What follows belongs to an exercise in optimizing a design on an open flow for small area; a production flow would make more cautious choices. In this exercise RTL edits were held to simulation tests only and were not proved equivalent to the original. Power figures rest on the tool's default switching activity, not on a simulated workload.

==> inputs of exp/ember <==
==> flow/design.v <==
package wsm_pkg;
    typedef enum logic [1:0] {
        ST_IDLE  = 2'd0,
        ST_FETCH = 2'd1,
        ST_DRAIN = 2'd2
    } wsm_state_e;
    localparam int WSM_ADDR_W = 18;
    typedef struct packed {
        logic [WSM_ADDR_W-1:0] base;
        logic [WSM_ADDR_W:0]   len;
    } wsm_desc_t;
    localparam int WSM_MNIST_FIRST = 0;
    localparam int WSM_MNIST_LAST  = 7;
    localparam int WSM_CIFAR_FIRST = 16;
    localparam int WSM_CIFAR_LAST  = 59;
endpackage
module rom_generic #(
    parameter int DATA_WIDTH = 8,
    parameter int ADDR_WIDTH = 18
) (
    input  logic [ADDR_WIDTH-1:0] addr_i,
    output logic [DATA_WIDTH-1:0] data_o
);
    always_comb begin
        data_o = addr_i[DATA_WIDTH-1:0];
        for (int i = DATA_WIDTH; i < ADDR_WIDTH; i++) begin
            data_o[i % DATA_WIDTH] = data_o[i % DATA_WIDTH] ^ addr_i[i];
        end
    end
endmodule
module wsm_fifo #(
    parameter int  DEPTH = 4,
    localparam int CNT_W = $clog2(DEPTH) + 1
) (
    input  logic             clk,
    input  logic             rst_n,
    input  logic             flush_i,
    input  logic             arrive_i,     
    input  logic             rd_en_i,      
    output logic             empty_o,
    output logic [CNT_W-1:0] count_o
);
    logic [CNT_W-1:0] count_q;
    always_ff @(posedge clk or negedge rst_n) begin
        if (!rst_n) begin
            count_q <= '0;
        end else if (flush_i) begin
            count_q <= '0;
        end else begin
            count_q <= count_q + CNT_W'(arrive_i) - CNT_W'(rd_en_i);
        end
    end
    assign empty_o = (count_q == '0);
    assign count_o = count_q;
endmodule
module weight_stream_mem #(
    parameter int    DATA_WIDTH = 8,
    parameter int    ADDR_WIDTH = 18,
    parameter int    NUM_LAYERS = 64,
    parameter int    FIFO_DEPTH = 4,
    localparam int   LAYER_W    = $clog2(NUM_LAYERS)
) (
    input  logic                  clk,
    input  logic                  rst_n,
    input  logic                  cfg_we,
    input  logic [LAYER_W-1:0]    cfg_layer,
    input  logic [ADDR_WIDTH-1:0] cfg_base,
    input  logic [ADDR_WIDTH:0]   cfg_len,
    output logic                  cfg_err,
    input  logic                  start,
    input  logic [LAYER_W-1:0]    layer_select,
    input  logic [ADDR_WIDTH-1:0] offset,
    input  logic [ADDR_WIDTH:0]   count,
    input  logic                  abort,
    output logic                  busy,
    output logic                  done,
    output logic                  err,
    output logic                  m_valid,
    input  logic                  m_ready,
    output logic [DATA_WIDTH-1:0] m_data,
    output logic                  m_last
);
    localparam int EXT_W = ADDR_WIDTH + 2;
    localparam int CNT_W = $clog2(FIFO_DEPTH) + 1;
    localparam logic [EXT_W-1:0] MEM_WORDS = EXT_W'(1) << ADDR_WIDTH;
    localparam int ENT_W = 2 * ADDR_WIDTH;    
    localparam int HB    = ADDR_WIDTH / 2;    
    localparam int AW    = ADDR_WIDTH;
    localparam int HI_W  = LAYER_W / 2;
    localparam int LO_W  = LAYER_W - HI_W;
    localparam int N_HI  = 1 << HI_W;
    localparam int N_LO  = 1 << LO_W;
    logic [ENT_W-1:0]      tbl_q [NUM_LAYERS];
    logic [NUM_LAYERS-1:0] vld_q;
    logic                  phase_q;       
    logic [ENT_W:0]        pw_c_q;        
    logic [N_HI-1:0]       hi_q;          
    logic [N_LO-1:0]       lo_q;          
    logic [N_LO-1:0]       lo_n_q;        
    logic [HB-1:0]         c_p1;          
    logic [HB-1:0]         c_p2;
    logic [ENT_W-1:0]      c_row;
    logic [EXT_W-1:0]      cfg_end;
    logic                  cfg_ok;
    logic                  cfg_acc;
    logic [ENT_W:0]        cfg_word;
    logic [LAYER_W-1:0]    layer_q;       
    logic [LAYER_W-1:0]    rsel;
    logic [ENT_W-1:0]      sel_t;
    logic                  bypass;
    logic [AW-1:0]         sel_len_raw;
    logic                  sel_vld;
    logic [HB-1:0]         sel_half;      
    logic [AW:0]           sel_len;
    logic [AW-1:0]         half_placed;
    logic [EXT_W-1:0]      req_end;
    logic                  start_ok;
    assign cfg_end  = EXT_W'(cfg_base) + EXT_W'(cfg_len);
    assign cfg_ok   = (cfg_end <= MEM_WORDS);
    assign cfg_acc  = cfg_we && cfg_ok;
    assign cfg_word = {(cfg_len != '0), cfg_base, cfg_len[AW-1:0]};
    always_ff @(posedge clk or negedge rst_n) begin
        if (!rst_n) begin
            phase_q <= 1'b0;
            hi_q    <= '0;
        end else begin
            phase_q <= !phase_q;
            for (int h = 0; h < N_HI; h++) begin
                hi_q[h] <= cfg_acc && (cfg_layer[LAYER_W-1:LO_W] == HI_W'(h));
            end
        end
    end
    always_ff @(posedge clk) begin
        for (int l = 0; l < N_LO; l++) begin
            lo_q[l]   <= (cfg_layer[LO_W-1:0] == LO_W'(l));
            lo_n_q[l] <= (cfg_layer[LO_W-1:0] != LO_W'(l));
        end
        pw_c_q     <= cfg_word ^ {(ENT_W+1){!phase_q}};
        layer_q    <= layer_select;
    end
    assign c_p1  = phase_q ? pw_c_q[AW +: HB] : pw_c_q[AW+HB +: HB];
    assign c_p2  = phase_q ? pw_c_q[AW+HB +: HB] : pw_c_q[AW +: HB];
    assign c_row = {c_p2, c_p1, pw_c_q[AW-1:0]};
    for (genvar g = 0; g < NUM_LAYERS; g++) begin : g_desc
        logic             wr;      
        logic             hold_n;  
        logic [ENT_W-1:0] keep;
        assign wr     = hi_q[g / N_LO] && lo_q[g % N_LO];
        assign hold_n = !hi_q[g / N_LO] || lo_n_q[g % N_LO];
        assign keep   = {tbl_q[g][AW +: HB], tbl_q[g][AW+HB +: HB], tbl_q[g][AW-1:0]};
        always_ff @(posedge clk) begin
            tbl_q[g] <= ~((keep | {ENT_W{wr}}) & ({ENT_W{hold_n}} | c_row));
        end
        always_ff @(posedge clk or negedge rst_n) begin
            if (!rst_n) begin
                vld_q[g] <= 1'b0;
            end else begin
                vld_q[g] <= ~((vld_q[g] | wr) & (hold_n | pw_c_q[ENT_W]));
            end
        end
    end
    logic                  cfg_err_q;
    logic                  busy_q;
    logic                  drain_q;
    logic                  asm_q;         
    logic                  done_q;
    logic                  err_q;
    logic [AW-1:0]         head_q;        
    logic [AW-1:0]         head_a;
    logic [AW-1:0]         head_b;
    logic [AW:0]           remaining_q;
    logic                  req_v_q;
    logic                  rd_v_q;
    logic [DATA_WIDTH-1:0] rom_word;
    logic                  fifo_empty;
    logic [CNT_W-1:0]      fifo_count;
    logic [CNT_W:0]        pending;
    logic                  fetch;
    logic                  issue;
    logic                  pop;
    logic                  abort_act;
    assign rsel        = busy_q ? layer_q : layer_select;
    assign sel_t       = tbl_q[rsel];
    assign bypass      = !busy_q && hi_q[layer_select[LAYER_W-1:LO_W]] && lo_q[layer_select[LO_W-1:0]];
    assign sel_len_raw = bypass ? pw_c_q[AW-1:0] : sel_t[AW-1:0];
    assign sel_vld     = (bypass ? pw_c_q[ENT_W] : vld_q[rsel]) ^ phase_q;
    assign sel_half    = (bypass ? c_p2 : sel_t[AW +: HB]) ^ {HB{phase_q}};
    assign sel_len     = sel_vld ? {((sel_len_raw ^ {AW{phase_q}}) == '0), sel_len_raw ^ {AW{phase_q}}}
                                 : '0;
    assign half_placed = phase_q ? {sel_half, HB'(0)} : {HB'(0), sel_half};
    assign req_end  = EXT_W'(offset) + EXT_W'(count);
    assign start_ok = (count != '0) && (req_end <= EXT_W'(sel_len));
    assign fetch     = busy_q && !drain_q;
    assign pending   = (CNT_W+1)'(fifo_count) + (CNT_W+1)'(req_v_q) + (CNT_W+1)'(rd_v_q);
    assign issue     = fetch && (pending < (CNT_W+1)'(FIFO_DEPTH));
    assign pop       = m_valid && m_ready;
    assign abort_act = abort && busy_q;
    always_ff @(posedge clk or negedge rst_n) begin
        if (!rst_n) begin
            cfg_err_q <= 1'b0;
        end else begin
            cfg_err_q <= cfg_we && !cfg_ok;
        end
    end
    always_ff @(posedge clk or negedge rst_n) begin
        if (!rst_n) begin
            busy_q  <= 1'b0;
            drain_q <= 1'b0;
            asm_q   <= 1'b0;
            done_q  <= 1'b0;
            err_q   <= 1'b0;
            req_v_q <= 1'b0;
            rd_v_q  <= 1'b0;
        end else begin
            done_q  <= 1'b0;
            err_q   <= 1'b0;
            asm_q   <= 1'b0;
            req_v_q <= 1'b0;
            rd_v_q  <= req_v_q;
            if (!busy_q) begin
                if (start) begin
                    if (start_ok) begin
                        busy_q <= 1'b1;
                        asm_q  <= 1'b1;
                    end else begin
                        err_q <= 1'b1;
                    end
                end
            end else if (!drain_q) begin
                if (issue) begin
                    req_v_q <= 1'b1;
                    if (remaining_q == (AW+1)'(1)) begin
                        drain_q <= 1'b1;
                    end
                end
            end else begin
                if (pop && m_last) begin
                    done_q  <= 1'b1;
                    busy_q  <= 1'b0;
                    drain_q <= 1'b0;
                end
            end
            if (abort_act) begin
                busy_q  <= 1'b0;
                drain_q <= 1'b0;
                done_q  <= 1'b0;
                req_v_q <= 1'b0;
                rd_v_q  <= 1'b0;
            end
        end
    end
    always_ff @(posedge clk) begin
        remaining_q <= busy_q ? remaining_q - (AW+1)'(issue) : count;
    end
    assign head_a = busy_q ? head_q : offset;
    assign head_b = (!busy_q || asm_q) ? half_placed : AW'(pop);
    always_ff @(posedge clk) begin
        head_q <= head_a + head_b;
    end
    rom_generic #(
        .DATA_WIDTH (DATA_WIDTH),
        .ADDR_WIDTH (ADDR_WIDTH)
    ) u_rom (
        .addr_i (head_q),
        .data_o (rom_word)
    );
    wsm_fifo #(
        .DEPTH (FIFO_DEPTH)
    ) u_fifo (
        .clk       (clk),
        .rst_n     (rst_n),
        .flush_i   (abort_act),
        .arrive_i  (rd_v_q),
        .rd_en_i   (pop),
        .empty_o   (fifo_empty),
        .count_o   (fifo_count)
    );
    assign m_valid = !fifo_empty;
    assign m_last  = m_valid && drain_q && (pending == (CNT_W+1)'(1));
    assign m_data  = m_valid ? rom_word : '0;
    assign busy    = busy_q;
    assign done    = done_q;
    assign err     = err_q;
    assign cfg_err = cfg_err_q;
endmodule
==> flow/run.sh <==
#!/bin/bash
# synth_recipe.tcl (not shown) runs the flow's synth.tcl, then flattens the netlist and writes it again
# the make line also repeats each setting of config.mk as NAME=value (left out here)
make -C /OpenROAD-flow-scripts/flow DESIGN_CONFIG=/design/flow/config.mk WORK_HOME=/design/flow/orfs CLKGATE_MAP_FILE= SYNTH_SCRIPT=/design/flow/synth_recipe.tcl finish
==> flow/config.mk <==
export PLATFORM = sky130hd
export DESIGN_NAME = weight_stream_mem
export DESIGN_NICKNAME = weight_stream_mem
export VERILOG_FILES = /design/flow/design.v
export SDC_FILE = /design/flow/constraint.sdc
export NUM_CORES = 4
export LEC_CHECK = 0
export CAP_MARGIN = 30
export CORE_MARGIN = 2
export CORE_UTILIZATION = 40
export SLEW_MARGIN = 50
==> flow/constraint.sdc <==
create_clock -name core_clock -period 10.0 [get_ports {clk}]
set_input_delay 2.0000 -clock core_clock [delete_from_list [all_inputs] [get_ports {clk}]]
set_output_delay 2.0000 -clock core_clock [all_outputs]
set_load 0.01 [all_outputs]
==> exp/harbor: changes against exp/ember <==
==> flow/flow/run.sh (new file) <==
#!/bin/bash
# Standard layout (the standard.sh: standard synthesis, floorplan, place,
# CTS, route, finish) with two changes passed to the ORFS scripts through
# their own variables:
#  - port buffers use buf_2 instead of the default pick (a delay cell);
#  - clock tree synthesis without dummy loads, from clkbuf_16 buffers with
#    clusters of at most 26 sinks within 60 um.
set -euo pipefail
export BUFFER_PORTS_ARGS="-buffer_cell sky130_fd_sc_hd__buf_2"
export CTS_ARGS="-sink_clustering_enable -repair_clock_nets -dont_use_dummy_load -buf_list {sky130_fd_sc_hd__clkbuf_16} -sink_clustering_size 26 -sink_clustering_max_diameter 60"
bash standard.sh > standard_flow.log 2>&1
==> flow/standard.sh (new file) <==
#!/bin/bash
# synth_recipe.tcl (not shown) runs the flow's synth.tcl, then flattens the netlist and writes it again
# the make line also repeats each setting of config.mk as NAME=value (left out here)
make -C /OpenROAD-flow-scripts/flow DESIGN_CONFIG=/design/flow/config.mk WORK_HOME=/design/flow/orfs CLKGATE_MAP_FILE= SYNTH_SCRIPT=/design/flow/synth_recipe.tcl "${@:-finish}"
--- a/flow/config.mk
+++ b/flow/config.mk
@@ -10,2 +10,2 @@
 export CORE_UTILIZATION = 40
-export SLEW_MARGIN = 50
+export SLEW_MARGIN = 30
removed: flow/run.sh
==> exp/indigo: changes against exp/ember <==
==> flow/flow/run.sh (new file) <==
#!/bin/bash
# Standard layout (the standard.sh: standard synthesis, floorplan, place,
# CTS, route, finish) with two changes passed to the ORFS scripts through
# their own variables:
#  - port buffers use buf_2 instead of the default pick (a delay cell);
#  - clock tree synthesis without dummy loads, from clkbuf_16 buffers with
#    clusters of at most 26 sinks within 60 um.
set -euo pipefail
export BUFFER_PORTS_ARGS="-buffer_cell sky130_fd_sc_hd__buf_2"
export CTS_ARGS="-sink_clustering_enable -repair_clock_nets -dont_use_dummy_load -buf_list {sky130_fd_sc_hd__clkbuf_16} -sink_clustering_size 26 -sink_clustering_max_diameter 60"
bash standard.sh > standard_flow.log 2>&1
==> flow/standard.sh (new file) <==
#!/bin/bash
# synth_recipe.tcl (not shown) runs the flow's synth.tcl, then flattens the netlist and writes it again
# the make line also repeats each setting of config.mk as NAME=value (left out here)
make -C /OpenROAD-flow-scripts/flow DESIGN_CONFIG=/design/flow/config.mk WORK_HOME=/design/flow/orfs CLKGATE_MAP_FILE= SYNTH_SCRIPT=/design/flow/synth_recipe.tcl "${@:-finish}"
--- a/flow/config.mk
+++ b/flow/config.mk
@@ -10,2 +10,2 @@
 export CORE_UTILIZATION = 40
-export SLEW_MARGIN = 50
+export SLEW_MARGIN = 40
removed: flow/run.sh
==> exp/juniper: changes against exp/ember <==
==> flow/flow/run.sh (new file) <==
#!/bin/bash
# Standard layout (the standard.sh: standard synthesis, floorplan, place,
# CTS, route, finish) with two changes passed to the ORFS scripts through
# their own variables:
#  - port buffers use buf_2 instead of the default pick (a delay cell);
#  - clock tree synthesis without dummy loads, from clkbuf_8 buffers with
#    clusters of at most 20 sinks within 40 um.
set -euo pipefail
export BUFFER_PORTS_ARGS="-buffer_cell sky130_fd_sc_hd__buf_2"
export CTS_ARGS="-sink_clustering_enable -repair_clock_nets -dont_use_dummy_load -buf_list {sky130_fd_sc_hd__clkbuf_8} -sink_clustering_size 20 -sink_clustering_max_diameter 40"
bash standard.sh > standard_flow.log 2>&1
==> flow/standard.sh (new file) <==
#!/bin/bash
# synth_recipe.tcl (not shown) runs the flow's synth.tcl, then flattens the netlist and writes it again
# the make line also repeats each setting of config.mk as NAME=value (left out here)
make -C /OpenROAD-flow-scripts/flow DESIGN_CONFIG=/design/flow/config.mk WORK_HOME=/design/flow/orfs CLKGATE_MAP_FILE= SYNTH_SCRIPT=/design/flow/synth_recipe.tcl "${@:-finish}"
--- a/flow/config.mk
+++ b/flow/config.mk
@@ -10,2 +10,2 @@
 export CORE_UTILIZATION = 40
-export SLEW_MARGIN = 50
+export SLEW_MARGIN = 40
removed: flow/run.sh
==> summary.txt <==
Finished Core Util: exp/juniper 45.10%; exp/indigo 44.76%; exp/ember 48.04%; exp/harbor 44.04%
Hold_sp: exp/juniper tbl_q[10][34]$_DFF_P_; exp/indigo tbl_q[14][27]$_DFF_P_; exp/ember tbl_q[45][35]$_DFF_P_; exp/harbor tbl_q[36][31]$_DFF_P_
Result of the run: exp/juniper timing/DRC/antenna clean; exp/indigo timing/DRC/antenna clean; exp/ember timing/DRC/antenna clean; exp/harbor timing/DRC/antenna clean
Final Cycle Share: exp/juniper 82.53%; exp/indigo 84.26%; exp/ember 90.38%; exp/harbor 87.54%
Worst hold slack across all endpoints: exp/juniper 0.3434 ns; exp/indigo 0.3448 ns; exp/ember 0.3747 ns; exp/harbor 0.3661 ns
Relative max-transition margin: exp/juniper 27.61%; exp/indigo 26.50%; exp/ember 38.68%; exp/harbor 11.34%
GPL Wtd Cong: exp/juniper 1.052; exp/indigo 1.052; exp/ember 1.049; exp/harbor 1.052
Overall routing resource usage: exp/juniper 46.35%; exp/indigo 46.15%; exp/ember 46.56%; exp/harbor 45.91%
Met2 routed WL: exp/juniper 193.1 mm; exp/indigo 192.2 mm; exp/ember 191.6 mm; exp/harbor 192.4 mm
Hold worst-path end: exp/juniper tbl_q[10][25]$_DFF_P_; exp/indigo tbl_q[14][18]$_DFF_P_; exp/ember tbl_q[45][26]$_DFF_P_; exp/harbor tbl_q[36][22]$_DFF_P_
Wire length of the first global-routing pass: exp/juniper 693.6 mm; exp/indigo 688.9 mm; exp/ember 699.2 mm; exp/harbor 685.0 mm
Share of final layout cell area taken by clock buffers and inverters: exp/juniper 4.868%; exp/indigo 4.068%; exp/ember 8.416%; exp/harbor 4.161%
PwrDens: exp/juniper 235.7 mW/mm^2; exp/indigo 231.9 mW/mm^2; exp/ember 254.3 mW/mm^2; exp/harbor 235.5 mW/mm^2
Worst setup slack after placement: exp/juniper 1.112 ns; exp/indigo 1.112 ns; exp/ember 0.6534 ns; exp/harbor 1.094 ns
Total instance count after detailed placement: exp/juniper 10570; exp/indigo 10570; exp/ember 10640; exp/harbor 10490
Reported net switching power: exp/juniper 7.324 mW; exp/indigo 7.054 mW; exp/ember 7.912 mW; exp/harbor 7.036 mW
Min setup slack post-route: exp/juniper 1.747 ns; exp/indigo 1.574 ns; exp/ember 0.9616 ns; exp/harbor 1.246 ns
Peak Freq: exp/juniper 121.2 MHz; exp/indigo 118.7 MHz; exp/ember 110.6 MHz; exp/harbor 114.2 MHz
WL met3: exp/juniper 94.86 mm; exp/indigo 94.51 mm; exp/ember 100.6 mm; exp/harbor 92.77 mm
Layout area overhead: exp/juniper 12.28%; exp/indigo 11.44%; exp/ember 19.60%; exp/harbor 9.643%
Number of diodes added for antenna fixing: exp/juniper 83; exp/indigo 104; exp/ember 112; exp/harbor 101
Crit-path max FO: exp/juniper 21; exp/indigo 21; exp/ember 13; exp/harbor 22
Maximum clock path buffer count: exp/juniper 4; exp/indigo 3; exp/ember 3; exp/harbor 3
Clock share of power: exp/juniper 29.6%; exp/indigo 27.9%; exp/ember 38.1%; exp/harbor 28.0%

## port drivers added, routing unchanged
The results above use ideal ports. As a check the final layouts listed here were re-extracted and re-timed, cells and wires unchanged.
Step 1: set_driving_cell puts a clkbuf_16 on clk and a buf_2 on each other input, an assumption about the parent block.
Step 2, shift: input delay + t, output delay - t, t = (earliest + latest rising clock arrival at the registers) / 2. This alone moves slack from input paths to output paths.
a / b / c = ideal / step 1 / step 2; a / b = the first two.
run | shift t [ns] | setup slack, ns | worst setup path at the end
exp/ember | 1.003 | 0.962 / 1.010 / 0.007 | input to register
exp/harbor | 0.944 | 1.246 / 1.267 / 0.324 | input to register
exp/indigo | 0.962 | 1.574 / 1.603 / 0.642 | input to register
exp/juniper | 1.203 | 1.747 / 1.776 / 0.573 | input to register
After both steps setup and hold are still met in every run listed. For exp/juniper, which loses most, drivers alone change the setup slack by +0.029 ns; drivers and shift together by -1.174 ns.
